Context: an optimization exercise on an open-source flow, tuned for small area and few clock cycles. The choices shown serve that exercise and are no tape-out recipe. At most, simulation tests tie the RTL to the original design; equivalence was not proved. Only the layout flow was run in runs 1 and 2; the RTL was not checked for function there.

## flow/design.v (module list and top-level ports; edited modules follow where they fit)
// module conv_sum9: 1418 lines
// module conv_top: 123 lines
module conv_top (
	input  logic                  clk,
	input  logic                  rst,
	input  logic                  coef_valid,
	output logic                  coef_ready,
	input  logic [16-1:0]  coef_data,
	input  logic                  pix_valid,
	output logic                  pix_ready,
	input  logic [8-1:0]      pix_data,
	output logic                  out_valid,
	input  logic                  out_ready,
	output logic [2-1:0][20-1:0]     out_data,
	output logic [$clog2(8)-1:0]        out_row,
	output logic [$clog2(8)-1:0]        out_col,
	output logic                  frame_done
);
  // ...
==> flow/run.sh <==
#!/bin/bash
# synth_recipe.tcl (not shown) runs the flow's synth.tcl, then flattens the netlist and writes it again
# the make line also repeats each setting of config.mk as NAME=value (left out here)
make -C /OpenROAD-flow-scripts/flow DESIGN_CONFIG=/design/flow/config.mk WORK_HOME=/design/flow/orfs CLKGATE_MAP_FILE= SYNTH_SCRIPT=/design/flow/synth_recipe.tcl finish
==> flow/config.mk <==
export PLATFORM = sky130hd
export DESIGN_NAME = conv_top
export DESIGN_NICKNAME = conv_top
export VERILOG_FILES = /design/flow/design.v
export SDC_FILE = /design/flow/constraint.sdc
export NUM_CORES = 4
export LEC_CHECK = 0
export ABC_AREA = 1
export CAP_MARGIN = 20
export CORE_MARGIN = 2
export CORE_UTILIZATION = 50
export SLEW_MARGIN = 20
==> flow/constraint.sdc <==
create_clock -name core_clock -period 7.0 [get_ports {clk}]
set_input_delay 1.4000 -clock core_clock [delete_from_list [all_inputs] [get_ports {clk}]]
set_output_delay 1.4000 -clock core_clock [all_outputs]
set_load 0.01 [all_outputs]
==> metrics.md, run 1 <==
| Metric | Value |
|---|---|
| Port Buffer Count | `a little under 80` |
| End point of the most critical hold path | `s[104]` |
| Initial antenna violation count | `2` |
| Storage cell area | `~13000 um2` |
| End of the worst register-to-register path | `out_data[37]` |
| Post-Place Cell Area | `roughly 44000 um2` |
| Fraction of synthesized cell area in xor and xnor cells | `0.0212` |
| DR iter-0 viols | `between 5000 and 6000` |
| Total Nets Final | `~4700` |
| Async set or reset register ratio after synthesis | `0.0270` |
| Routed Antenna Nets | `0` |
| Number of enable flip-flop cells after synthesis | `between 400 and 500` |
| Status | `complete, no violations` |
| Worst setup path endpoint | `out_data[37]` |
| Slowest stage cell, crit path | `fa_1` |
| Max-slew headroom at the worst pin | `0.383` |
| Crit path from | `s[130]` |
| Final std cells w/o fill | `~5000` |
| Met3 routed WL | `21.8 mm` |
| Leftover overflow at the end of global routing | `0` |
| Number of endpoints failing setup at the final stage | `0` |
| Max-slew violation total from the final report | `0` |
| Comb_multi_in | `between 2000 and 2500` |
==> module conv_top, before the edit <==
module conv_top (
	input  logic                  clk,
	input  logic                  rst,
	input  logic                  coef_valid,
	output logic                  coef_ready,
	input  logic [16-1:0]  coef_data,
	input  logic                  pix_valid,
	output logic                  pix_ready,
	input  logic [8-1:0]      pix_data,
	output logic                  out_valid,
	input  logic                  out_ready,
	output logic [2-1:0][20-1:0]     out_data,
	output logic [$clog2(8)-1:0]        out_row,
	output logic [$clog2(8)-1:0]        out_col,
	output logic                  frame_done
);
	localparam int NW = 2 * 9;
	localparam int NS = 2 * 8 + 2;
	logic [4:0] coef_cnt;
	logic coef_loaded;
	logic coef_acc;
	logic [NW-1:0][8-1:0] wq;
	logic [2-1:0][16-1:0] bq;
	assign coef_loaded = (coef_cnt == 5'd20);
	assign coef_ready = !coef_loaded;
	assign coef_acc = coef_valid && coef_ready;
	always_ff @(posedge clk or posedge rst)
	begin
		if (rst)
			coef_cnt <= '0;
		else if (coef_acc)
			coef_cnt <= coef_cnt + 1'b1;
	end
	logic [7:0][8:0] pq;
	logic pair_acc;
	assign pair_acc = coef_acc && (coef_cnt == 5'd1 || coef_cnt == 5'd3 || coef_cnt == 5'd5
		|| coef_cnt == 5'd7 || coef_cnt == 5'd10 || coef_cnt == 5'd12 || coef_cnt == 5'd14
		|| coef_cnt == 5'd16);
	always_ff @(posedge clk)
	begin
		if (pair_acc)
		begin
			pq[7] <= $signed(coef_data[7:0]) + $signed(bq[1][7:0]);
			for (int i = 0; i < 7; i++)
				pq[i] <= pq[i+1];
		end
	end
	always_ff @(posedge clk)
	begin
		if (coef_acc)
		begin
			bq[1] <= coef_data;
			bq[0] <= bq[1];
			wq[NW-1] <= bq[0][8-1:0];
			for (int i = 0; i < NW - 1; i++)
				wq[i] <= wq[i+1];
		end
	end
	logic [NS-1:0][8-1:0] s;
	logic pix_acc;
	logic [2:0] qr, qc;
	logic [2:0] qr_n, qc_n;
	logic win_n;
	assign pix_ready = coef_loaded && (!out_valid || out_ready);
	assign pix_acc = pix_valid && pix_ready;
	always_ff @(posedge clk)
	begin
		if (pix_acc)
		begin
			s[0] <= pix_data;
			for (int i = 1; i < NS; i++)
				s[i] <= s[i-1];
		end
	end
	assign qc_n = qc + 1'b1;
	assign qr_n = (qc == 3'd5) ? qr + 1'b1 : qr;
	assign win_n = !(qc_n[2] && qc_n[1]) && !(qr_n[2] && qr_n[1]);
	always_ff @(posedge clk or posedge rst)
	begin
		if (rst)
		begin
			qr <= 3'd5;
			qc <= 3'd5;
			out_valid <= 1'b0;
		end
		else if (pix_acc)
		begin
			qr <= qr_n;
			qc <= qc_n;
			out_valid <= win_n;
		end
		else if (out_ready)
		begin
			out_valid <= 1'b0;
		end
	end
	assign out_row = qr;
	assign out_col = qc;
	assign frame_done = out_valid && out_ready && (qr == 3'd5) && (qc == 3'd5);
	logic [2-1:0][20-1:0] sum_d;
	for (genvar c = 0; c < 2; c++)
	begin : g_ch
		conv_sum9 u_sum9 (
			.x0(s[17]), .w0(wq[c*9+0]),
			.x1(s[16]), .w1(wq[c*9+1]),
			.x2(s[15]), .w2(wq[c*9+2]),
			.x3(s[9]),  .w3(wq[c*9+3]),
			.x4(s[8]),  .w4(wq[c*9+4]),
			.x5(s[7]),  .w5(wq[c*9+5]),
			.x6(s[1]),  .w6(wq[c*9+6]),
			.x7(s[0]),  .w7(wq[c*9+7]),
			.x8(pix_data), .w8(wq[c*9+8]),
			.p0(pq[c*4+0]), .p1(pq[c*4+1]), .p2(pq[c*4+2]), .p3(pq[c*4+3]),
			.b(bq[c]),
			.y(sum_d[c])
		);
	end
	always_ff @(posedge clk)
	begin
		if (pix_acc)
			out_data <= sum_d;
	end
endmodule
==> inputs of run 2 (changes only) <==
--- a/flow/design.v
+++ b/flow/design.v
@@ -20,17 +20,18 @@
 	input  wire [7:0] w7,
 	input  wire [7:0] x8,
 	input  wire [7:0] w8,
 	input  wire [8:0] p0,
 	input  wire [8:0] p1,
 	input  wire [8:0] p2,
 	input  wire [8:0] p3,
 	input  wire [15:0] b,
-	output wire [19:0] y
+	output wire [19:0] ya,
+	output wire [19:0] yb
 );
 	wire d0a0 = x0[0] & ~x1[0];
 	wire d0b0 = ~x0[0] & x1[0];
 	wire d0c0 = x0[0] & x1[0];
 	wire d0t0_0 = (d0a0 & w0[0]) | (d0b0 & w1[0]) | (d0c0 & p0[0]);
 	wire d0t0_1 = (d0a0 & w0[1]) | (d0b0 & w1[1]) | (d0c0 & p0[1]);
 	wire d0t0_2 = (d0a0 & w0[2]) | (d0b0 & w1[2]) | (d0c0 & p0[2]);
 	wire d0t0_3 = (d0a0 & w0[3]) | (d0b0 & w1[3]) | (d0c0 & p0[3]);
@@ -1412,17 +1413,114 @@
 	wire n950 = (n847 & n895) | (n951 & n897);
 	wire n954 = n848 ^ n900;
 	wire n952 = n954 ^ n898;
 	wire n953 = (n848 & n900) | (n954 & n898);
 	wire n955 = n901 ^ n903;
 	wire n956 = n901 & n903;
 	wire [19:0] ra = {1'b1, n904, n955, n950, n947, n944, n941, n938, n935, n932, n929, n926, n923, n920, n917, n915, n912, n910, n907, n906};
 	wire [19:0] rb = {1'b0, n956, n953, n952, n949, n946, n943, n940, n937, n934, n931, n928, n925, n922, n919, n916, n914, n911, n909, 1'b0};
-	assign y = ra + rb;
+	assign ya = ra;
+	assign yb = rb;
+endmodule
+module conv_add20 (
+	input  wire [19:0] a,
+	input  wire [19:0] b,
+	output wire [19:0] y
+);
+	wire ls0 = a[0] ^ b[0];
+	wire lc0 = a[0] & b[0];
+	wire lx1 = a[1] ^ b[1];
+	wire ls1 = lx1 ^ lc0;
+	wire lc1 = (a[1] & b[1]) | (lx1 & lc0);
+	wire lx2 = a[2] ^ b[2];
+	wire ls2 = lx2 ^ lc1;
+	wire lc2 = (a[2] & b[2]) | (lx2 & lc1);
+	wire lx3 = a[3] ^ b[3];
+	wire ls3 = lx3 ^ lc2;
+	wire lc3 = (a[3] & b[3]) | (lx3 & lc2);
+	wire lx4 = a[4] ^ b[4];
+	wire ls4 = lx4 ^ lc3;
+	wire lc4 = (a[4] & b[4]) | (lx4 & lc3);
+	wire lx5 = a[5] ^ b[5];
+	wire ls5 = lx5 ^ lc4;
+	wire lc5 = (a[5] & b[5]) | (lx5 & lc4);
+	wire lx6 = a[6] ^ b[6];
+	wire ls6 = lx6 ^ lc5;
+	wire lc6 = (a[6] & b[6]) | (lx6 & lc5);
+	wire lx7 = a[7] ^ b[7];
+	wire ls7 = lx7 ^ lc6;
+	wire lc7 = (a[7] & b[7]) | (lx7 & lc6);
+	wire lx8 = a[8] ^ b[8];
+	wire ls8 = lx8 ^ lc7;
+	wire lc8 = (a[8] & b[8]) | (lx8 & lc7);
+	wire lx9 = a[9] ^ b[9];
+	wire ls9 = lx9 ^ lc8;
+	wire lc9 = (a[9] & b[9]) | (lx9 & lc8);
+	wire zx0 = a[10] ^ b[10];
+	wire zs0 = zx0 ^ 1'b0;
+	wire zc0 = (a[10] & b[10]) | (zx0 & 1'b0);
+	wire zx1 = a[11] ^ b[11];
+	wire zs1 = zx1 ^ zc0;
+	wire zc1 = (a[11] & b[11]) | (zx1 & zc0);
+	wire zx2 = a[12] ^ b[12];
+	wire zs2 = zx2 ^ zc1;
+	wire zc2 = (a[12] & b[12]) | (zx2 & zc1);
+	wire zx3 = a[13] ^ b[13];
+	wire zs3 = zx3 ^ zc2;
+	wire zc3 = (a[13] & b[13]) | (zx3 & zc2);
+	wire zx4 = a[14] ^ b[14];
+	wire zs4 = zx4 ^ zc3;
+	wire zc4 = (a[14] & b[14]) | (zx4 & zc3);
+	wire zx5 = a[15] ^ b[15];
+	wire zs5 = zx5 ^ zc4;
+	wire zc5 = (a[15] & b[15]) | (zx5 & zc4);
+	wire zx6 = a[16] ^ b[16];
+	wire zs6 = zx6 ^ zc5;
+	wire zc6 = (a[16] & b[16]) | (zx6 & zc5);
+	wire zx7 = a[17] ^ b[17];
+	wire zs7 = zx7 ^ zc6;
+	wire zc7 = (a[17] & b[17]) | (zx7 & zc6);
+	wire zx8 = a[18] ^ b[18];
+	wire zs8 = zx8 ^ zc7;
+	wire zc8 = (a[18] & b[18]) | (zx8 & zc7);
+	wire zx9 = a[19] ^ b[19];
+	wire zs9 = zx9 ^ zc8;
+	wire zc9 = (a[19] & b[19]) | (zx9 & zc8);
+	wire ox0 = a[10] ^ b[10];
+	wire os0 = ox0 ^ 1'b1;
+	wire oc0 = (a[10] & b[10]) | (ox0 & 1'b1);
+	wire ox1 = a[11] ^ b[11];
+	wire os1 = ox1 ^ oc0;
+	wire oc1 = (a[11] & b[11]) | (ox1 & oc0);
+	wire ox2 = a[12] ^ b[12];
+	wire os2 = ox2 ^ oc1;
+	wire oc2 = (a[12] & b[12]) | (ox2 & oc1);
+	wire ox3 = a[13] ^ b[13];
+	wire os3 = ox3 ^ oc2;
+	wire oc3 = (a[13] & b[13]) | (ox3 & oc2);
+	wire ox4 = a[14] ^ b[14];
+	wire os4 = ox4 ^ oc3;
+	wire oc4 = (a[14] & b[14]) | (ox4 & oc3);
+	wire ox5 = a[15] ^ b[15];
+	wire os5 = ox5 ^ oc4;
+	wire oc5 = (a[15] & b[15]) | (ox5 & oc4);
+	wire ox6 = a[16] ^ b[16];
+	wire os6 = ox6 ^ oc5;
+	wire oc6 = (a[16] & b[16]) | (ox6 & oc5);
+	wire ox7 = a[17] ^ b[17];
+	wire os7 = ox7 ^ oc6;
+	wire oc7 = (a[17] & b[17]) | (ox7 & oc6);
+	wire ox8 = a[18] ^ b[18];
+	wire os8 = ox8 ^ oc7;
+	wire oc8 = (a[18] & b[18]) | (ox8 & oc7);
+	wire ox9 = a[19] ^ b[19];
+	wire os9 = ox9 ^ oc8;
+	wire oc9 = (a[19] & b[19]) | (ox9 & oc8);
+	assign y = {(lc9 ? os9 : zs9), (lc9 ? os8 : zs8), (lc9 ? os7 : zs7), (lc9 ? os6 : zs6), (lc9 ? os5 : zs5), (lc9 ? os4 : zs4), (lc9 ? os3 : zs3), (lc9 ? os2 : zs2), (lc9 ? os1 : zs1), (lc9 ? os0 : zs0), ls9, ls8, ls7, ls6, ls5, ls4, ls3, ls2, ls1, ls0};
 endmodule
 `default_nettype wire
 `default_nettype none
 `timescale 1ns/1ns
 module conv_top (
 	input  logic                  clk,
 	input  logic                  rst,
 	input  logic                  coef_valid,
@@ -1516,33 +1614,45 @@
 		else if (out_ready)
 		begin
 			out_valid <= 1'b0;
 		end
 	end
 	assign out_row = qr;
 	assign out_col = qc;
 	assign frame_done = out_valid && out_ready && (qr == 3'd5) && (qc == 3'd5);
-	logic [2-1:0][20-1:0] sum_d;
+	logic [2-1:0][20-1:0] sum_a, sum_b, sum_aq, sum_bq;
 	for (genvar c = 0; c < 2; c++)
 	begin : g_ch
 		conv_sum9 u_sum9 (
 			.x0(s[17]), .w0(wq[c*9+0]),
 			.x1(s[16]), .w1(wq[c*9+1]),
 			.x2(s[15]), .w2(wq[c*9+2]),
 			.x3(s[9]),  .w3(wq[c*9+3]),
 			.x4(s[8]),  .w4(wq[c*9+4]),
 			.x5(s[7]),  .w5(wq[c*9+5]),
 			.x6(s[1]),  .w6(wq[c*9+6]),
 			.x7(s[0]),  .w7(wq[c*9+7]),
 			.x8(pix_data), .w8(wq[c*9+8]),
 			.p0(pq[c*4+0]), .p1(pq[c*4+1]), .p2(pq[c*4+2]), .p3(pq[c*4+3]),
 			.b(bq[c]),
-			.y(sum_d[c])
+			.ya(sum_a[c]),
+			.yb(sum_b[c])
 		);
 	end
 	always_ff @(posedge clk)
 	begin
 		if (pix_acc)
-			out_data <= sum_d;
+		begin
+			sum_aq <= sum_a;
+			sum_bq <= sum_b;
+		end
+	end
+	for (genvar c = 0; c < 2; c++)
+	begin : g_out
+		conv_add20 u_add (
+			.a(sum_aq[c]),
+			.b(sum_bq[c]),
+			.y(out_data[c])
+		);
 	end
 endmodule
 `default_nettype wire
==> run 2 against run 1 <==
Compared with the run above:
- fmax down 1.6%
- largest cell class unchanged
- critical path depth is 7 lower
- wire length rose by 0.11%
- die area up 0.86%
- hold slack worse by 0.0019 ns
- first-iteration DRC count increased by 3.9%
- critical endpoint is now out_data[11]
- critical path type is now reg2out
- clock skew down 0.015 ns
- still clean
- flip-flop and latch count increased by 34
- global-route usage shrank 0.28 points
- register-to-register slack gained 0.51 ns
==> metrics.md, run 2 <==
| Metric | Value |
|---|---|
| Status | `complete, no violations` |
| Count leader, synth | `inv_1` |
| Port Buffer Count | `78 (unchanged)` |
| Leading area contributor after synthesis | `edfxtp_1` |
| Clock root cell | `clkbuf_16` |
| Worst Path Max Fanout | `8` |
| Routed Antenna Nets | `0 (unchanged)` |
| Top-area cell type share of the netlist area | `0.353` |
| Area Overhead vs Synth | `10.7%` |
| DR iter-0 viols | `5416 (+3.9%)` |
| Final std cells w/o fill | `4729 (-7.4%)` |
| Leftover overflow at the end of global routing | `0 (unchanged)` |
| H-Tree Level Count | `2` |
| Number of buffers on the longest clock path | `3` |
| Post-synthesis cell area | `around 40000 um2` |
| Number of placed instances, taps included | `roughly 4600` |
| Vias in the first global route | `approximately 33000` |
| CP required | `5.60 ns` |
| Max-slew headroom at the worst pin | `0.0635 (-0.319)` |
| Initial antenna violation count | `6 (+4)` |
| Average wire per cell in the routed design | `about 37 um` |
| Largest cells by area after synthesis | `edfxtp_1, fa_1, o22ai_1, inv_1, a21oi_1` |
| # IOs | `79` |
| Floorplan Core Area | `about 80000 um2` |
| Most used cells in the layout excluding fill and tap cells | `inv_1, fa_1, edfxtp_1` |
| Routed vias/inst | `around 6.8` |
| Portion of the post-synthesis area used by sequential elements | `0.361` |
| Path category of the worst min-delay check | `reg2reg` |
| First-pass detailed-route iteration total | `12` |
| Most common cell after layout, fill and taps aside | `inv_1` |
| Largest stage delay on the critical path | `between 0.5 and 0.6 ns` |
| Max-slew violation total from the final report | `0 (unchanged)` |
| Yosys cell types | `36` |
| Regs by FF count | `s x144, wq x144, pq x72` |
| Global-route wire length before repair | `241 mm` |
| Pin count of the biggest net entering global routing | `approximately 150` |
| Count of state elements after synthesis | `478` |
| Post-route clock period utilization | `0.987` |
| Tightest Pin Transition | `around 1.4 ns` |
| Syn. warnings | `1` |
| RSZ-0062 raised after global routing | `yes` |
| Number of enable flip-flop cells after synthesis | `466 (+7.9%)` |
| Num CTS Buffers | `between 50 and 60` |
| Endpoint arrival time on the critical path | `around 5.5 ns` |
| Type of the worst setup path | `reg2out` |
| DPL Wire Length | `around 140 mm` |
| Wire length after detailed routing | `173 mm` |
| Clock tree from TritonCTS | `done` |
| FP Rows | `roughly 100` |
| Main flop type after synthesis | `edfxtp_1` |
| Endpoint class of the critical path | `output port` |
| Smallest hold slack | `a little over 0.4 ns` |
| Final std cell area, no fill | `43900 um2` |
| Kind of launch point of the worst setup path | `flop` |
| Setup TNS | `0 ns` |
| Post-Synthesis Mean Instance Area | `11.2 um2` |
| Most instantiated cells after synthesis | `inv_1, fa_1, edfxtp_1` |
| Final hold viol count | `0` |
| Clock-pin slew on the worst setup and hold paths | `around 0.060 ns` |
| RePlAce Congestion | `between 1 and 1.5` |
| Total Nets Final | `4357 (-8.2%)` |
| Final critical path time including I/O delays and setup | `a little under 7 ns` |
| Cells along the critical path | `ha_1 -> inv_1 -> fa_1 -> inv_1 -> fa_1 -> fa_2 -> fa_2 -> fa_2 -> fa_2 -> fa_1 -> fa_2 -> buf_4 -> o21ai_1 -> xnor2_1 -> clkdlybuf4s50_1` |
| Total Die Area | `approximately 82000 um2` |
| Most frequent cell on the critical path | `fa_2` |
| Fraction of layout instances using a drive strength above 1 | `0.0672` |
| Achievable frequency | `approximately 140 MHz` |
| Post-Place Cell Area | `42000 um2 (-4.0%)` |
| Number of maximum-capacitance constraint violations | `0` |
| Slowest stage cell, crit path | `clkdlybuf4s50_1` |
| Worst Skew | `~0.021 ns` |
| Synthesized netlist cell count | `roughly 3500` |
| Via total after detailed routing | `roughly 32000` |
| Count of unresolved DRC violations after routing | `0` |
| Hold Crit Depth | `0` |
| Die span in x | `between 200 and 300 um` |
| Die Height | `between 200 and 300 um` |
| Source-to-sink clock delay at the later pin of the worst-skew pair | `roughly 0.64 ns` |
| Count of clock tree sinks | `roughly 480` |
| Global routing usage summed across all routing layers | `0.429` |
| Post-Synthesis Net Count | `roughly 4300` |
| Number of endpoints failing setup at the final stage | `0 (unchanged)` |
| Initial Util | `0.504` |
| Async set or reset register ratio after synthesis | `0.0251 (-0.00192)` |
| Reg2reg path depth | `13` |
[run 2: critical path: cells and delay by family, from the launching register on]
| family | cells | cell delay (ns) |
|---|---|---|
| flops | 1 | 0.39 |
| compound gates | 1 | 0.21 |
| fa+ha+maj | 9 | 3.25 |
| buf+inv | 4 | 0.88 |
| xor+xnor | 1 | 0.14 |
[run 2: logic make-up (layout without fill, tap and decap cells)]
| kind of cell | after synthesis | in the layout | share of synthesized area |
|---|---|---|---|
| flops | 478 | 478 | 0.361 |
| fa+ha+maj | 695 | 695 | 0.338 |
| compound gates | 1086 | 1086 | 0.165 |
| simple gates | 366 | 366 | 0.0365 |
| xor+xnor | 96 | 96 | 0.0212 |
| other cells | 0 | 3 | 0 |
| buf+inv | 807 | 955 | 0.0792 |
[run 2: cell type report]
cell class | instances | area [um2]
clock inverter | 34 | 314
multi-input combinational | 2243 | 22300
antenna | 3 | 7.51
tap | 1050 | 1310
sequential | 478 | 14300
clock buffer | 67 | 1460
fill | 6779 | 34900
inverter | 650 | 2460
timing repair buffer | 204 | 1770
[run 2: what timing repair did]
| item | 4_1_cts | 5_1_grt |
|---|---|---|
| hold buffers | 0 | 0 |
| gates cloned | 0 | 0 |
| pin swaps | 2 | 0 |
| gates resized for setup | 21 | 16 |
| buffers inserted | 6 | 0 |
| endpoints found under the hold margin | 0 | 0 |
| endpoints found under the setup margin | 20 | 17 |
[run 2: final timing paths]
| kind | start | endpoint | slack [ns] |
|---|---|---|---|
| worst max-delay path | g_out[0].u_add.a[1] | out_data[11] | 0.09 |
| worst min-delay path | s[81] | s[89] | 0.42 |
| worst max register to register | s[127] | g_out[0].u_add.b[11] | 0.71 |
| worst min register to register | s[81] | s[89] | 0.42 |
| max in group asynchronous | rst | qr[2] | 5.57 |
| min in group asynchronous | rst | out_valid | 1.09 |
[run 2: metal layers]
| metal | GRT usage | up-vias | wire (um) |
|---|---|---|---|
| met4 | 0.337 | 0 | 18200 |
| met2 | 0.622 | 2778 | 73300 |
| li1 | - | 12400 | - |
| met5 | 0 | - | 0 |
| met1 | 0.536 | 16000 | 59300 |
| met3 | 0.133 | 729 | 22600 |
[run 2: stage by stage]
stage,utilization,worst slack [ns]
2_1_floorplan,-,0.369
3_3_place_gp,0.534,0.276
3_5_place_dp,0.534,0.175
4_1_cts,0.557,0.0308
5_1_grt,0.557,-0.126
6_report,0.557,0.0917
==> inputs of run 3 (changes only) <==
--- a/flow/design.v
+++ b/flow/design.v
@@ -1558,11 +1558,32 @@
 	assign pair_acc = coef_acc && (coef_cnt == 5'd1 || coef_cnt == 5'd3 || coef_cnt == 5'd5
 		|| coef_cnt == 5'd7 || coef_cnt == 5'd10 || coef_cnt == 5'd12 || coef_cnt == 5'd14
 		|| coef_cnt == 5'd16);
+	logic [8:0] pair_sum;
+	logic [8:0] pair_cy;
+	always_comb
+	begin
+		logic pa, pb;
+		for (int i = 0; i < 9; i++)
+		begin
+			pa = coef_data[(i < 8) ? i : 7];
+			pb = bq[1][(i < 8) ? i : 7];
+			if (i == 0)
+			begin
+				pair_sum[i] = pa ^ pb;
+				pair_cy[i] = pa & pb;
+			end
+			else
+			begin
+				pair_sum[i] = pa ^ pb ^ pair_cy[i-1];
+				pair_cy[i] = (pa & pb) | ((pa ^ pb) & pair_cy[i-1]);
+			end
+		end
+	end
 	always_ff @(posedge clk)
 	begin
 		if (pair_acc)
 		begin
-			pq[7] <= $signed(coef_data[7:0]) + $signed(bq[1][7:0]);
+			pq[7] <= pair_sum;
 			for (int i = 0; i < 7; i++)
 				pq[i] <= pq[i+1];
 		end
--- a/flow/config.mk
+++ b/flow/config.mk
@@ -6,7 +6,10 @@
 export NUM_CORES = 4
 export LEC_CHECK = 0
 export ABC_AREA = 1
-export CAP_MARGIN = 20
+export CAP_MARGIN = 5
 export CORE_MARGIN = 2
 export CORE_UTILIZATION = 50
-export SLEW_MARGIN = 20
+export CTS_BUF_LIST = sky130_fd_sc_hd__clkbuf_16
+export CTS_CLUSTER_DIAMETER = 80
+export CTS_CLUSTER_SIZE = 20
+export SLEW_MARGIN = 5
==> run 3 against run 2 <==
Compared with the run above:
- register-to-register slack better by 0.12 ns
- highest routed layer is now met5
- largest cell class unchanged
- area after synthesis about the same
- first-iteration DRC count rose by 0.26%
- hold slack improved by 0.00080 ns
- clock-buffer cell count decreased by 26
- core utilization decreased by 0.62 points
- critical endpoint is now out_data[30]
==> metrics.md, run 3 <==
| Metric | Value |
|---|---|
| Status | `complete, no violations` |
| Clock-pin slew on the worst setup and hold paths | `0.08 ns (+0.02 ns)` |
| Routed Antenna Nets | `0 (unchanged)` |
| Routed vias/inst | `6.74 (-0.17%)` |
| Final Util | `0.551 (-0.00620)` |
| Endpoint arrival time on the critical path | `5.48 ns (-0.03 ns)` |
| Pin count of the biggest net entering global routing | `100 (-31%)` |
| Smallest hold slack | `0.416 ns (+0.000803 ns)` |
| Number of endpoints failing setup at the final stage | `0 (unchanged)` |
| Top-area cell type share of the netlist area | `0.353 (about the same)` |
| Number of buffers on the longest clock path | `3 (unchanged)` |
| Post-Synthesis Mean Instance Area | `11.3 um2 (+0.57%)` |
| Yosys cell types | `34 (-5.6%)` |
| Source-to-sink clock delay at the later pin of the worst-skew pair | `0.63 ns (about the same)` |
| Endpoint class of the critical path | `output port` |
| Leftover overflow at the end of global routing | `0 (unchanged)` |
| Kind of launch point of the worst setup path | `flop` |
| H-Tree Level Count | `2 (unchanged)` |
| Most common cell after layout, fill and taps aside | `inv_1` |
| Most crowded layer after global routing | `met2` |
| Total Die Area | `81500 um2 (about the same)` |
| Num CTS Buffers | `40 (-29%)` |
| Number of enable flip-flop cells after synthesis | `466 (unchanged)` |
| Wire length after detailed routing | `170 mm (-1.9%)` |
| Smallest setup slack after layout | `0.123 ns (+0.0310 ns)` |
| DR iter-0 viols | `5430 (+0.26%)` |
| Count of unresolved DRC violations after routing | `0 (unchanged)` |
| Worst Skew | `0.0318 ns (+0.0110 ns)` |
| Floorplan Core Area | `78700 um2 (unchanged)` |
| Global routing usage summed across all routing layers | `0.422 (-0.00658)` |
| Async set or reset register ratio after synthesis | `0.0251 (unchanged)` |
| Die span in x | `286 um (about the same)` |
| Max-slew violation total from the final report | `0 (unchanged)` |
| Worst setup path endpoint | `out_data[30]` |
| Regs by FF count | `s x144, wq x144, pq x72` |
| Count of state elements after synthesis | `478 (unchanged)` |
| Most instantiated cells after synthesis | `inv_1, fa_1, o22ai_1` |
| Fraction of layout instances using a drive strength above 1 | `0.0642 (-0.00300)` |
| Post-Place Cell Area | `41900 um2 (-0.24%)` |
| Clock tree from TritonCTS | `done` |
| Count of clock tree sinks | `478 (unchanged)` |
| Reg2reg path depth | `14 (+1)` |
| Main flop type after synthesis | `edfxtp_1` |
| Post-Synthesis Net Count | `4229 (-0.54%)` |
| Area Overhead vs Synth | `9.52%` |
| Number of maximum-capacitance constraint violations | `0 (unchanged)` |
| Synthesized netlist cell count | `3505 (-0.65%)` |
| Average wire per cell in the routed design | `36.4 um (-0.59%)` |
| Tightest Pin Transition | `1.37 ns (-0.0383 ns)` |
| Final critical path time including I/O delays and setup | `6.88 ns (-0.0310 ns)` |
| R2R Path Start | `s[131]` |
| Port Buffer Count | `78 (unchanged)` |
| Count leader, synth | `inv_1` |
| Final std cell area, no fill | `43400 um2 (-1.1%)` |
| Slowest stage cell, crit path | `clkdlybuf4s50_1` |
| Final hold viol count | `0 (unchanged)` |
| Global Route met2 Usage | `0.612 (-0.00941)` |
| Initial Util | `0.503 (about the same)` |
| Die Height | `286 um (about the same)` |
| Global-route wire length before repair | `238 mm (-1.3%)` |
| Pre-CTS setup slack | `0.0841 ns (-0.0905 ns)` |
| Total Nets Final | `4309 (-1.1%)` |
| Type of the worst setup path | `reg2out` |
| First-pass detailed-route iteration total | `10 (-2)` |
| Path category of the worst min-delay check | `reg2reg` |
| Cells along the critical path | `ha_1 -> inv_1 -> fa_1 -> inv_1 -> fa_2 -> fa_2 -> fa_2 -> fa_2 -> fa_2 -> fa_2 -> fa_2 -> buf_4 -> buf_4 -> xor2_1 -> clkdlybuf4s50_1` |
| Achievable frequency | `145 MHz (+0.45%)` |
| Initial antenna violation count | `3 (-3)` |
| Leading area contributor after synthesis | `edfxtp_1` |
| Worst Path Max Fanout | `8 (unchanged)` |
| Crit path from | `g_out[1].u_add.b[1]` |
| Most used cells in the layout excluding fill and tap cells | `inv_1, fa_1, o22ai_1` |
| Vias in the first global route | `31900 (-1.8%)` |
| Via total after detailed routing | `31500 (-1.5%)` |
| End of the worst register-to-register path | `g_out[1].u_add.b[12]` |
| Post-route clock period utilization | `0.982 (-0.00442)` |
| Post-synthesis cell area | `39600 um2 (about the same)` |
| Clock root cell | `clkbuf_16` |
| Portion of the post-synthesis area used by sequential elements | `0.361 (about the same)` |
| FP Rows | `103 (unchanged)` |
| Met1 demand-to-capacity share in global routing | `0.536 (about the same)` |
| Grt met3 use | `0.122 (-0.0113)` |
| Largest stage delay on the critical path | `0.57 ns (about the same)` |
| Max-slew headroom at the worst pin | `0.0830 (+0.0195)` |
| DPL Wire Length | `136 mm (-1.8%)` |
| RePlAce Congestion | `1.11 (-1.7%)` |
| Hold-fix buffers, CTS | `0 (unchanged)` |
| Worst R2R Setup Slack | `0.83 ns (+0.12 ns)` |
| CP required | `5.60 ns (about the same)` |
| Largest cells by area after synthesis | `edfxtp_1, fa_1, o22ai_1, inv_1, a21oi_1` |
| Most frequent cell on the critical path | `fa_2` |
| # IOs | `79 (unchanged)` |
| Syn. warnings | `1 (unchanged)` |
==> run 3: cell types whose count changed in the layout (fill, tap and decap cells not counted), sizes merged, moves of 7 or more <==
| cell | previous run | this run |
|---|---|---|
| a21oi | 416 | 395 |
| ha | 68 | 61 |
| a31oi | 4 | 32 |
| fa | 627 | 634 |
| inv | 645 | 654 |
| a221oi | 14 | 0 |
| buf | 126 | 119 |
| clkinv | 30 | 21 |
| clkbuf | 67 | 41 |
| o22ai | 464 | 479 |
| or2 | 0 | 11 |
| nor2 | 71 | 44 |
==> run 3: final cells by class <==
type                       instances  area (um2)
clock buffer                      41        1030
inverter                         648        2460
tap                             1050        1310
sequential                       478       14300
clock inverter                    30         358
antenna                            3        7.51
multi-input combinational       2220       22200
fill                            6779       35300
timing repair buffer             197        1720
==> run 3: worst min path at each step <==
| stage | startpoint | to | depth (start not counted) |
|---|---|---|---|
| 2_1_floorplan | s[92] | s[100] | 0 |
| 3_3_place_gp | s[16] | s[24] | 0 |
| 3_5_place_dp | s[97] | s[105] | 0 |
| 4_1_cts | s[113] | s[121] | 0 |
| 5_1_grt | s[113] | s[121] | 0 |
| 6_report | s[113] | s[121] | 0 |
==> run 3: kinds of logic (layout without fill, tap and decap cells) <==
logic type | count (synthesis) | after routing | synth area share
other cells | 0 | 3 | 0
simple gates | 343 | 343 | 0.0348
compound gates | 1092 | 1092 | 0.165
fa+ha+maj | 695 | 695 | 0.340
xor+xnor | 90 | 90 | 0.0199
buf+inv | 807 | 916 | 0.0795
flops | 478 | 478 | 0.361
==> run 3: metal layers <==
layer / share of wire / vias up / routed length, um
met5: 0.000076 / - / 13
met4: 0.10 / 2 / 17000
met3: 0.12 / 597 / 20900
met2: 0.43 / 2708 / 72600
met1: 0.35 / 15800 / 59600
li1: - / 12300 / -
==> run 3: timing repair <==
action / 4_1_cts / 5_1_grt
hold endpoints to repair: 0 / 0
pin swaps: 2 / 0
setup buffers: 6 / 0
resized for setup: 26 / 10
setup endpoints to repair: 20 / 14
==> run 3: stage by stage <==
stage,TNS (ns),instances
finish,0,4667
detailed placement,0,4587
global placement,0,4587
floorplan,0,3505
global route,-0.00421,4665
CTS,0,4664
==> run 3: critical path, delay by kind of cell (launching register included) <==
kind | cells | cell delay [ns]
adder cells (fa/ha/maj) | 9 | 3.24
buffers and inverters | 5 | 1.06
flip-flops | 1 | 0.38
XOR/XNOR | 1 | 0.17
Testbench counts of run 3, summed over its fixed seeds: cycles 3,240.
==> inputs of run 4 (changes only) <==
--- a/flow/config.mk
+++ b/flow/config.mk
@@ -6,10 +6,10 @@
 export NUM_CORES = 4
 export LEC_CHECK = 0
 export ABC_AREA = 1
-export CAP_MARGIN = 5
+export CAP_MARGIN = 20
 export CORE_MARGIN = 2
 export CORE_UTILIZATION = 50
 export CTS_BUF_LIST = sky130_fd_sc_hd__clkbuf_16
 export CTS_CLUSTER_DIAMETER = 80
 export CTS_CLUSTER_SIZE = 20
-export SLEW_MARGIN = 5
+export SLEW_MARGIN = 20
==> run 4 against run 3 <==
Compared with the run above:
- final cell count stayed put
- area after synthesis stayed put
- synthesized cell count stayed put
- die area stayed put
- fmax is 0.55% higher
- critical path depth stayed put
- hold slack better by 0.0077 ns
- sequential share of layout area is 0.050 points lower
- worst setup slack better by 0.038 ns
==> metrics.md, run 4 <==
| Metric | Value |
|---|---|
| Yosys cell types | `34 (unchanged)` |
| Met1 demand-to-capacity share in global routing | `0.528 (-0.00822)` |
| Final Util | `0.552 (+0.000842)` |
| H-Tree Level Count | `2 (unchanged)` |
| Top-area cell type share of the netlist area | `0.353 (unchanged)` |
| Total Nets Final | `4310 (+0.023%)` |
| Post-synthesis cell area | `39600 um2 (unchanged)` |
| Count of unresolved DRC violations after routing | `0 (unchanged)` |
| Portion of the post-synthesis area used by sequential elements | `0.361 (unchanged)` |
| Async set or reset register ratio after synthesis | `0.0251 (unchanged)` |
| # IOs | `79 (unchanged)` |
| Max-slew headroom at the worst pin | `0.249 (+0.166)` |
| Regs by FF count | `s x144, wq x144, pq x72` |
| Routed vias/inst | `6.70 (-0.56%)` |
| Final hold viol count | `0 (unchanged)` |
| Smallest setup slack after layout | `0.160 ns (+0.0375 ns)` |
| Floorplan Core Area | `78700 um2 (unchanged)` |
| End of the worst register-to-register path | `g_out[1].u_add.b[12]` |
| RePlAce Congestion | `1.11 (unchanged)` |
| Most used cells in the layout excluding fill and tap cells | `inv_1, fa_1, o22ai_1` |
| Achievable frequency | `146 MHz (+0.55%)` |
| Post-Synthesis Mean Instance Area | `11.3 um2 (unchanged)` |
| Area Overhead vs Synth | `9.69%` |
| Count leader, synth | `inv_1` |
| Most instantiated cells after synthesis | `inv_1, fa_1, o22ai_1` |
| Max-slew violation total from the final report | `0 (unchanged)` |
| Die span in x | `286 um (unchanged)` |
| First-pass detailed-route iteration total | `8 (-2)` |
| Global routing usage summed across all routing layers | `0.421 (-0.00153)` |
| Fraction of layout instances using a drive strength above 1 | `0.0655 (+0.00135)` |
| Pin count of the biggest net entering global routing | `100 (unchanged)` |
| Main flop type after synthesis | `edfxtp_1` |
| Total Die Area | `81500 um2 (unchanged)` |
| Port Buffer Count | `78 (unchanged)` |
| Global Route met2 Usage | `0.615 (+0.00243)` |
| Num CTS Buffers | `41 (+2.5%)` |
| Worst Path Max Fanout | `8 (unchanged)` |
| Wire length after detailed routing | `170 mm (-0.19%)` |
| Reg2reg path depth | `15 (+1)` |
| DR iter-0 viols | `5443 (+0.24%)` |
| Hold Crit Depth | `0 (unchanged)` |
| DPL Wire Length | `136 mm (about the same)` |
| Kind of launch point of the worst setup path | `flop` |
| Number of endpoints failing setup at the final stage | `0 (unchanged)` |
| Largest cells by area after synthesis | `edfxtp_1, fa_1, o22ai_1, inv_1, a21oi_1` |
| Most common cell after layout, fill and taps aside | `inv_1` |
| Clock-pin slew on the worst setup and hold paths | `0.08 ns (about the same)` |
| Tightest Pin Transition | `1.11 ns (-0.251 ns)` |
| Crit path from | `g_out[1].u_add.b[1]` |
| Endpoint arrival time on the critical path | `5.44 ns (-0.04 ns)` |
| Hold-fix buffers, CTS | `0 (unchanged)` |
| Pre-CTS setup slack | `0.0621 ns (-0.0220 ns)` |
| Post-route clock period utilization | `0.977 (-0.00536)` |
| End point of the most critical hold path | `s[24]` |
| Most crowded layer after global routing | `met2` |
| Die Height | `286 um (unchanged)` |
| FP Rows | `103 (unchanged)` |
| Number of buffers on the longest clock path | `3 (unchanged)` |
| Post-Synthesis Net Count | `4229 (unchanged)` |
| Worst Skew | `0.0408 ns (+0.00899 ns)` |
| Worst R2R Setup Slack | `0.81 ns (-0.02 ns)` |
| Global-route wire length before repair | `237 mm (-0.45%)` |
| Average wire per cell in the routed design | `36.4 um (-0.19%)` |
| Hold Startpoint | `s[16]` |
| Leftover overflow at the end of global routing | `0 (unchanged)` |
| Vias in the first global route | `31800 (-0.34%)` |
| Count of state elements after synthesis | `478 (unchanged)` |
| Syn. warnings | `1 (unchanged)` |
| Status | `complete, no violations` |
| Clock tree from TritonCTS | `done` |
| Synthesized netlist cell count | `3505 (unchanged)` |
| Initial Util | `0.503 (unchanged)` |
| Leading area contributor after synthesis | `edfxtp_1` |
| Number of enable flip-flop cells after synthesis | `466 (unchanged)` |
| CP required | `5.60 ns (about the same)` |
| Path category of the worst min-delay check | `reg2reg` |
| Clock root cell | `clkbuf_16` |
| Source-to-sink clock delay at the later pin of the worst-skew pair | `0.63 ns (about the same)` |
| Grt met3 use | `0.128 (+0.00582)` |
| Routed Antenna Nets | `0 (unchanged)` |
| Initial antenna violation count | `5 (+2)` |
| Via total after detailed routing | `31300 (-0.56%)` |
| Endpoint class of the critical path | `output port` |
| Final critical path time including I/O delays and setup | `6.84 ns (-0.0375 ns)` |
| Type of the worst setup path | `reg2out` |
| Count of clock tree sinks | `478 (unchanged)` |
| R2R Path Start | `s[140]` |
| Number of maximum-capacitance constraint violations | `0 (unchanged)` |
[run 4: metrics by stage]
stage | instances | hold slack, ns | setup TNS, ns | instance area, um2
detailed placement | 4587 | 0.405 | 0 | 41900
CTS | 4666 | 0.425 | 0 | 43400
global placement | 4587 | 0.401 | 0 | 41900
finish | 4667 | 0.424 | 0 | 43500
global route | 4667 | 0.427 | -0.000642 | 43500
floorplan | 3505 | 0.400 | 0 | 39600
[run 4: cell families (layout without fill, tap and decap cells)]
family	after synthesis	in the layout	share of synthesized area
compound gates	1092	1092	0.165
xor+xnor	90	90	0.0199
fa+ha+maj	695	695	0.340
buf+inv	807	918	0.0795
flops	478	478	0.361
other cells	0	1	0
simple gates	343	343	0.0348
[run 4: timing repair]
| action | 4_1_cts | 5_1_grt |
|---|---|---|
| cloned | 0 | 0 |
| pin swaps | 2 | 0 |
| buffers inserted | 6 | 0 |
| resized for setup | 27 | 12 |
| endpoints found under the setup margin | 20 | 18 |
[run 4: worst max-delay path by stage]
| stage | end | cells past startpoint | slack (ns) |
|---|---|---|---|
| global route | out_data[18] | 18 | -0.0006 |
| global placement | out_data[36] | 15 | 0.20 |
| floorplan | qr[1] | 5 | 0.34 |
| detailed placement | out_data[35] | 15 | 0.06 |
| CTS | out_data[39] | 18 | 0.03 |
| finish | out_data[30] | 15 | 0.16 |
[run 4: final cells by class]
cell class,count,area [um2]
antenna,1,2.50
clock buffer,43,1080
clock inverter,30,372
fill,6725,35300
inverter,648,2460
multi-input combinational,2220,22200
sequential,478,14300
tap,1050,1310
timing repair buffer,197,1720
[run 4: worst max-delay path, stage by stage, from the launching register on]
cell and delay, ns:
edfxtp_1 0.38, ha_1 0.21, inv_1 0.08, fa_1 0.18
inv_1 0.07, fa_2 0.41, fa_2 0.41, fa_2 0.40
fa_2 0.41, fa_2 0.40, fa_2 0.41, fa_2 0.38
buf_4 0.20, buf_4 0.15, xor2_1 0.16, clkdlybuf4s50_1 0.57
[run 4: layer usage]
metal  share of wire  vias up  wire length [um]
li1                -    12300                 -
met1            0.34    15800             58400
met2            0.43     2557             72800
met3            0.13      601             21800
met4           0.099        6             16700
met5         0.00022        -                37
==> inputs of run 5 (changes only) <==
--- a/flow/config.mk
+++ b/flow/config.mk
@@ -10,6 +10,6 @@
 export CORE_MARGIN = 2
 export CORE_UTILIZATION = 50
 export CTS_BUF_LIST = sky130_fd_sc_hd__clkbuf_16
-export CTS_CLUSTER_DIAMETER = 80
-export CTS_CLUSTER_SIZE = 20
+export CTS_CLUSTER_DIAMETER = 110
+export CTS_CLUSTER_SIZE = 25
 export SLEW_MARGIN = 20
==> run 5 against run 4 <==
Compared with the run above:
- critical endpoint is now out_data[35]
- critical path depth rose by 1
- clock skew decreased by 0.0071 ns
- area after synthesis unchanged
- final cell count shrank 0.49%
- register-to-register slack better by 0.04 ns
- still clean
- synthesized cell count stayed put
- core utilization shrank 0.73 points
- critical path type unchanged
- final area down 1.3%
- worst setup slack got worse by 0.066 ns
- sequential share of layout area increased by 0.44 points
==> metrics.md, run 5 <==
| Metric | Value |
|---|---|
| Status | `complete, no violations` |
| Portion of the post-synthesis area used by sequential elements | `0.361 (unchanged)` |
| Cell count along the critical path | `16 (+1)` |
| Path category of the worst min-delay check | `reg2reg` |
| Largest stage delay on the critical path | `0.57 ns (about the same)` |
| Max-slew violation total from the final report | `0 (unchanged)` |
| H-Tree Level Count | `1 (-1)` |
| FP Rows | `103 (unchanged)` |
| Source-to-sink clock delay at the later pin of the worst-skew pair | `0.66 ns (+0.03 ns)` |
| Die Height | `286 um (unchanged)` |
| Reg2reg path depth | `15 (unchanged)` |
| Regs by FF count | `s x144, wq x144, pq x72` |
| Top-area cell type share of the netlist area | `0.353 (unchanged)` |
| Routed vias/inst | `6.75 (+0.76%)` |
| # IOs | `79 (unchanged)` |
| Largest cells by area after synthesis | `edfxtp_1, fa_1, o22ai_1, inv_1, a21oi_1` |
| Post-route clock period utilization | `0.987 (+0.00946)` |
| Post-Synthesis Net Count | `4229 (unchanged)` |
| Number of endpoints failing setup at the final stage | `0 (unchanged)` |
| Number of buffers on the longest clock path | `3 (unchanged)` |
| Routed Antenna Nets | `0 (unchanged)` |
| Endpoint class of the critical path | `output port` |
| Average wire per cell in the routed design | `36.5 um (+0.26%)` |
| DR iter-0 viols | `5461 (+0.33%)` |
| Final hold viol count | `0 (unchanged)` |
| Count leader, synth | `inv_1` |
| Total Nets Final | `4296 (-0.32%)` |
| Clock-pin slew on the worst setup and hold paths | `0.11 ns (+0.03 ns)` |
| Initial antenna violation count | `7 (+2)` |
| Max-slew headroom at the worst pin | `0.246 (-0.00287)` |
| Post-Synthesis Mean Instance Area | `11.3 um2 (unchanged)` |
| Global routing usage summed across all routing layers | `0.419 (-0.00209)` |
| Worst Skew | `0.0337 ns (-0.00713 ns)` |
| Syn. warnings | `1 (unchanged)` |
| Post-synthesis cell area | `39600 um2 (unchanged)` |
| Endpoint arrival time on the critical path | `5.51 ns (+0.07 ns)` |
| Async set or reset register ratio after synthesis | `0.0251 (unchanged)` |
| Pin count of the biggest net entering global routing | `100 (unchanged)` |
| Worst Path Max Fanout | `8 (unchanged)` |
| Area Overhead vs Synth | `8.24%` |
| Clock root cell | `clkbuf_16` |
| Die span in x | `286 um (unchanged)` |
| Category of cells accounting for the largest share of critical-path delay | `adder cells` |
| Synthesized netlist cell count | `3505 (unchanged)` |
| Most common cell after layout, fill and taps aside | `inv_1` |
| Fraction of layout instances using a drive strength above 1 | `0.0579 (-0.00760)` |
| Buffer and inverter count on the worst path | `4 (-1)` |
| Total Die Area | `81500 um2 (unchanged)` |
| Wire length after detailed routing | `169 mm (-0.23%)` |
| Setup TNS | `0 ns (unchanged)` |
| Leading area contributor after synthesis | `edfxtp_1` |
| Slowest stage cell, crit path | `clkdlybuf4s50_1` |
| Number of enable flip-flop cells after synthesis | `466 (unchanged)` |
| Vias in the first global route | `31700 (-0.36%)` |
| Hold Crit Depth | `0 (unchanged)` |
| Count of clock tree sinks | `478 (unchanged)` |
| Most instantiated cells after synthesis | `inv_1, fa_1, o22ai_1` |
| Main flop type after synthesis | `edfxtp_1` |
| Floorplan Core Area | `78700 um2 (unchanged)` |
| Num CTS Buffers | `27 (-34%)` |
| Final Util | `0.545 (-0.00731)` |
| Global-route wire length before repair | `236 mm (-0.31%)` |
| Fill cell count | `6793 (+1.0%)` |
| Clock tree from TritonCTS | `done` |
| CP required | `5.60 ns (about the same)` |
| Port Buffer Count | `78 (unchanged)` |
| DPL Wire Length | `136 mm (unchanged)` |
| Count of state elements after synthesis | `478 (unchanged)` |
| First-pass detailed-route iteration total | `10 (+2)` |
| Initial Util | `0.503 (unchanged)` |
| RePlAce Congestion | `1.11 (unchanged)` |
| Cells along the critical path | `ha_1 -> inv_1 -> fa_1 -> inv_1 -> fa_2 -> fa_2 -> fa_2 -> fa_2 -> fa_2 -> fa_2 -> fa_2 -> buf_12 -> nand3_1 -> o21ai_1 -> xnor2_1 -> clkdlybuf4s50_1` |
| RSZ-0062 raised after global routing | `yes` |
| Count of unresolved DRC violations after routing | `0 (unchanged)` |
| Type of the worst setup path | `reg2out` |
| Tightest Pin Transition | `1.12 ns (+0.00426 ns)` |
| Via total after detailed routing | `31400 (+0.26%)` |
| Achievable frequency | `145 MHz (-0.96%)` |
| Leftover overflow at the end of global routing | `0 (unchanged)` |
| Most used cells in the layout excluding fill and tap cells | `inv_1, fa_1, o22ai_1` |
| Most frequent cell on the critical path | `fa_2` |
| Storage cell area | `14300 um2 (unchanged)` |
| Yosys cell types | `34 (unchanged)` |
| Kind of launch point of the worst setup path | `flop` |
| Footprint of the multi-input gates | `22200 um2 (unchanged)` |
| Number of maximum-capacitance constraint violations | `0 (unchanged)` |
| Final critical path time including I/O delays and setup | `6.91 ns (+0.0662 ns)` |
-- run 5: cell type report --
cell class                      instances  area share
Sequential cell                       478       0.333
Inverter                              648      0.0573
Multi-Input combinational cell       2220       0.518
Timing Repair Buffer                  197      0.0401
Clock buffer                           28      0.0163
Tap cell                             1050      0.0306
Antenna cell                            4    0.000233
Clock inverter                         19     0.00391
-- run 5: layer usage --
metal  vias to the layer above  track usage  share of wire
met1                     15700        0.529           0.35
met2                      2690        0.610           0.43
met3                       627        0.123           0.13
met5                         -     0.000581        0.00022
li1                      12300            -              -
met4                         6        0.321           0.10
-- run 5: worst paths after layout --
kind / slack, ns / startpoint / end
setup / recovery: 0.09 / g_out[1].u_add.b[1] / out_data[35]
hold / removal: 0.41 / s[109] / s[117]
setup reg to reg: 0.85 / s[140] / g_out[1].u_add.b[12]
hold reg to reg: 0.41 / s[109] / s[117]
max in group asynchronous: 5.58 / rst / qr[0]
min in group asynchronous: 1.07 / rst / qc[1]
-- run 5: logic make-up after synthesis --
family                     synth area share
adders and majority gates             0.340
DFF                                   0.361
xor gates and xnor gates             0.0199
AOI/OAI and AO/OA                     0.165
and+or+nand+nor                      0.0348
buffers and inverters                0.0795
-- run 5: timing repair --
item,CTS,global route
setup endpoints to repair,20,18
endpoints found under the hold margin,0,0
gates resized for setup,28,16
pin swaps,2,1
buffers inserted,6,0
hold buffers,0,0
-- run 5: stage by stage --
stage               std cells  setup WS, ns  instance area [um2]  hold slack, ns
finish                   4644        0.0939                42900           0.410
global route             4641       -0.0962                42900           0.432
CTS                      4640        0.0120                42900           0.414
detailed placement       4587        0.0621                41900           0.405
global placement         4587         0.204                41900           0.401
floorplan                3505         0.345                39600           0.400
-- run 5: worst register-to-register path, stage by stage (launching register included) --
cell and delay (ns):
edfxtp_1 0.40, inv_1 0.07, nand2_1 0.54, o22ai_1 0.49
a21oi_1 0.11, fa_1 0.46, inv_1 0.09, fa_1 0.47
fa_1 0.74, inv_1 0.12, fa_1 0.58, fa_1 0.44
fa_1 0.40, fa_1 0.46, fa_1 0.49, inv_1 0.04

==> afterwards: timing with drivers on the ports <==
The flow's constraints put no driver on any port. The routed layouts listed below were extracted and timed again, unchanged, in two steps.
Step 1 sets driving cells, clkbuf_16 on the clock port and buf_2 on the other inputs (assumed; they add their load-dependent delay and slew).
Step 2 moves the port delays by t, midway between the first and last clock arrival at a register: inputs arrive t later, outputs are due t later. That takes back most of the time a late clock gives input paths.
Slacks: no drivers / after step 1 / after step 2; pairs: no drivers / after step 1.
run | t (ns) | setup WS [ns] | hold slack, ns | clock arrival spread, ns | cell pins on the clock port's net
run 1 | 0.709 | 0.205 / 0.205 / -0.309 | 0.417 / 0.417 / 0.417 | 0.040 / 0.040 | 1
run 2 | 0.702 | 0.092 / 0.019 / 0.358 | 0.415 / 0.415 / 0.415 | 0.021 / 0.021 | 1
run 3 | 0.684 | 0.123 / 0.052 / 0.135 | 0.416 / 0.416 / 0.416 | 0.032 / 0.032 | 1
run 4 | 0.681 | 0.160 / 0.087 / 0.220 | 0.424 / 0.424 / 0.424 | 0.047 / 0.047 | 1
run 5 | 0.718 | 0.094 / 0.021 / 0.195 | 0.410 / 0.410 / 0.410 | 0.034 / 0.034 | 1
With both steps, setup timing fails in run 1, where it was met with ideal ports. For run 1, which loses most, drivers alone change the setup slack by 0.000 ns; drivers and shift together by -0.514 ns.
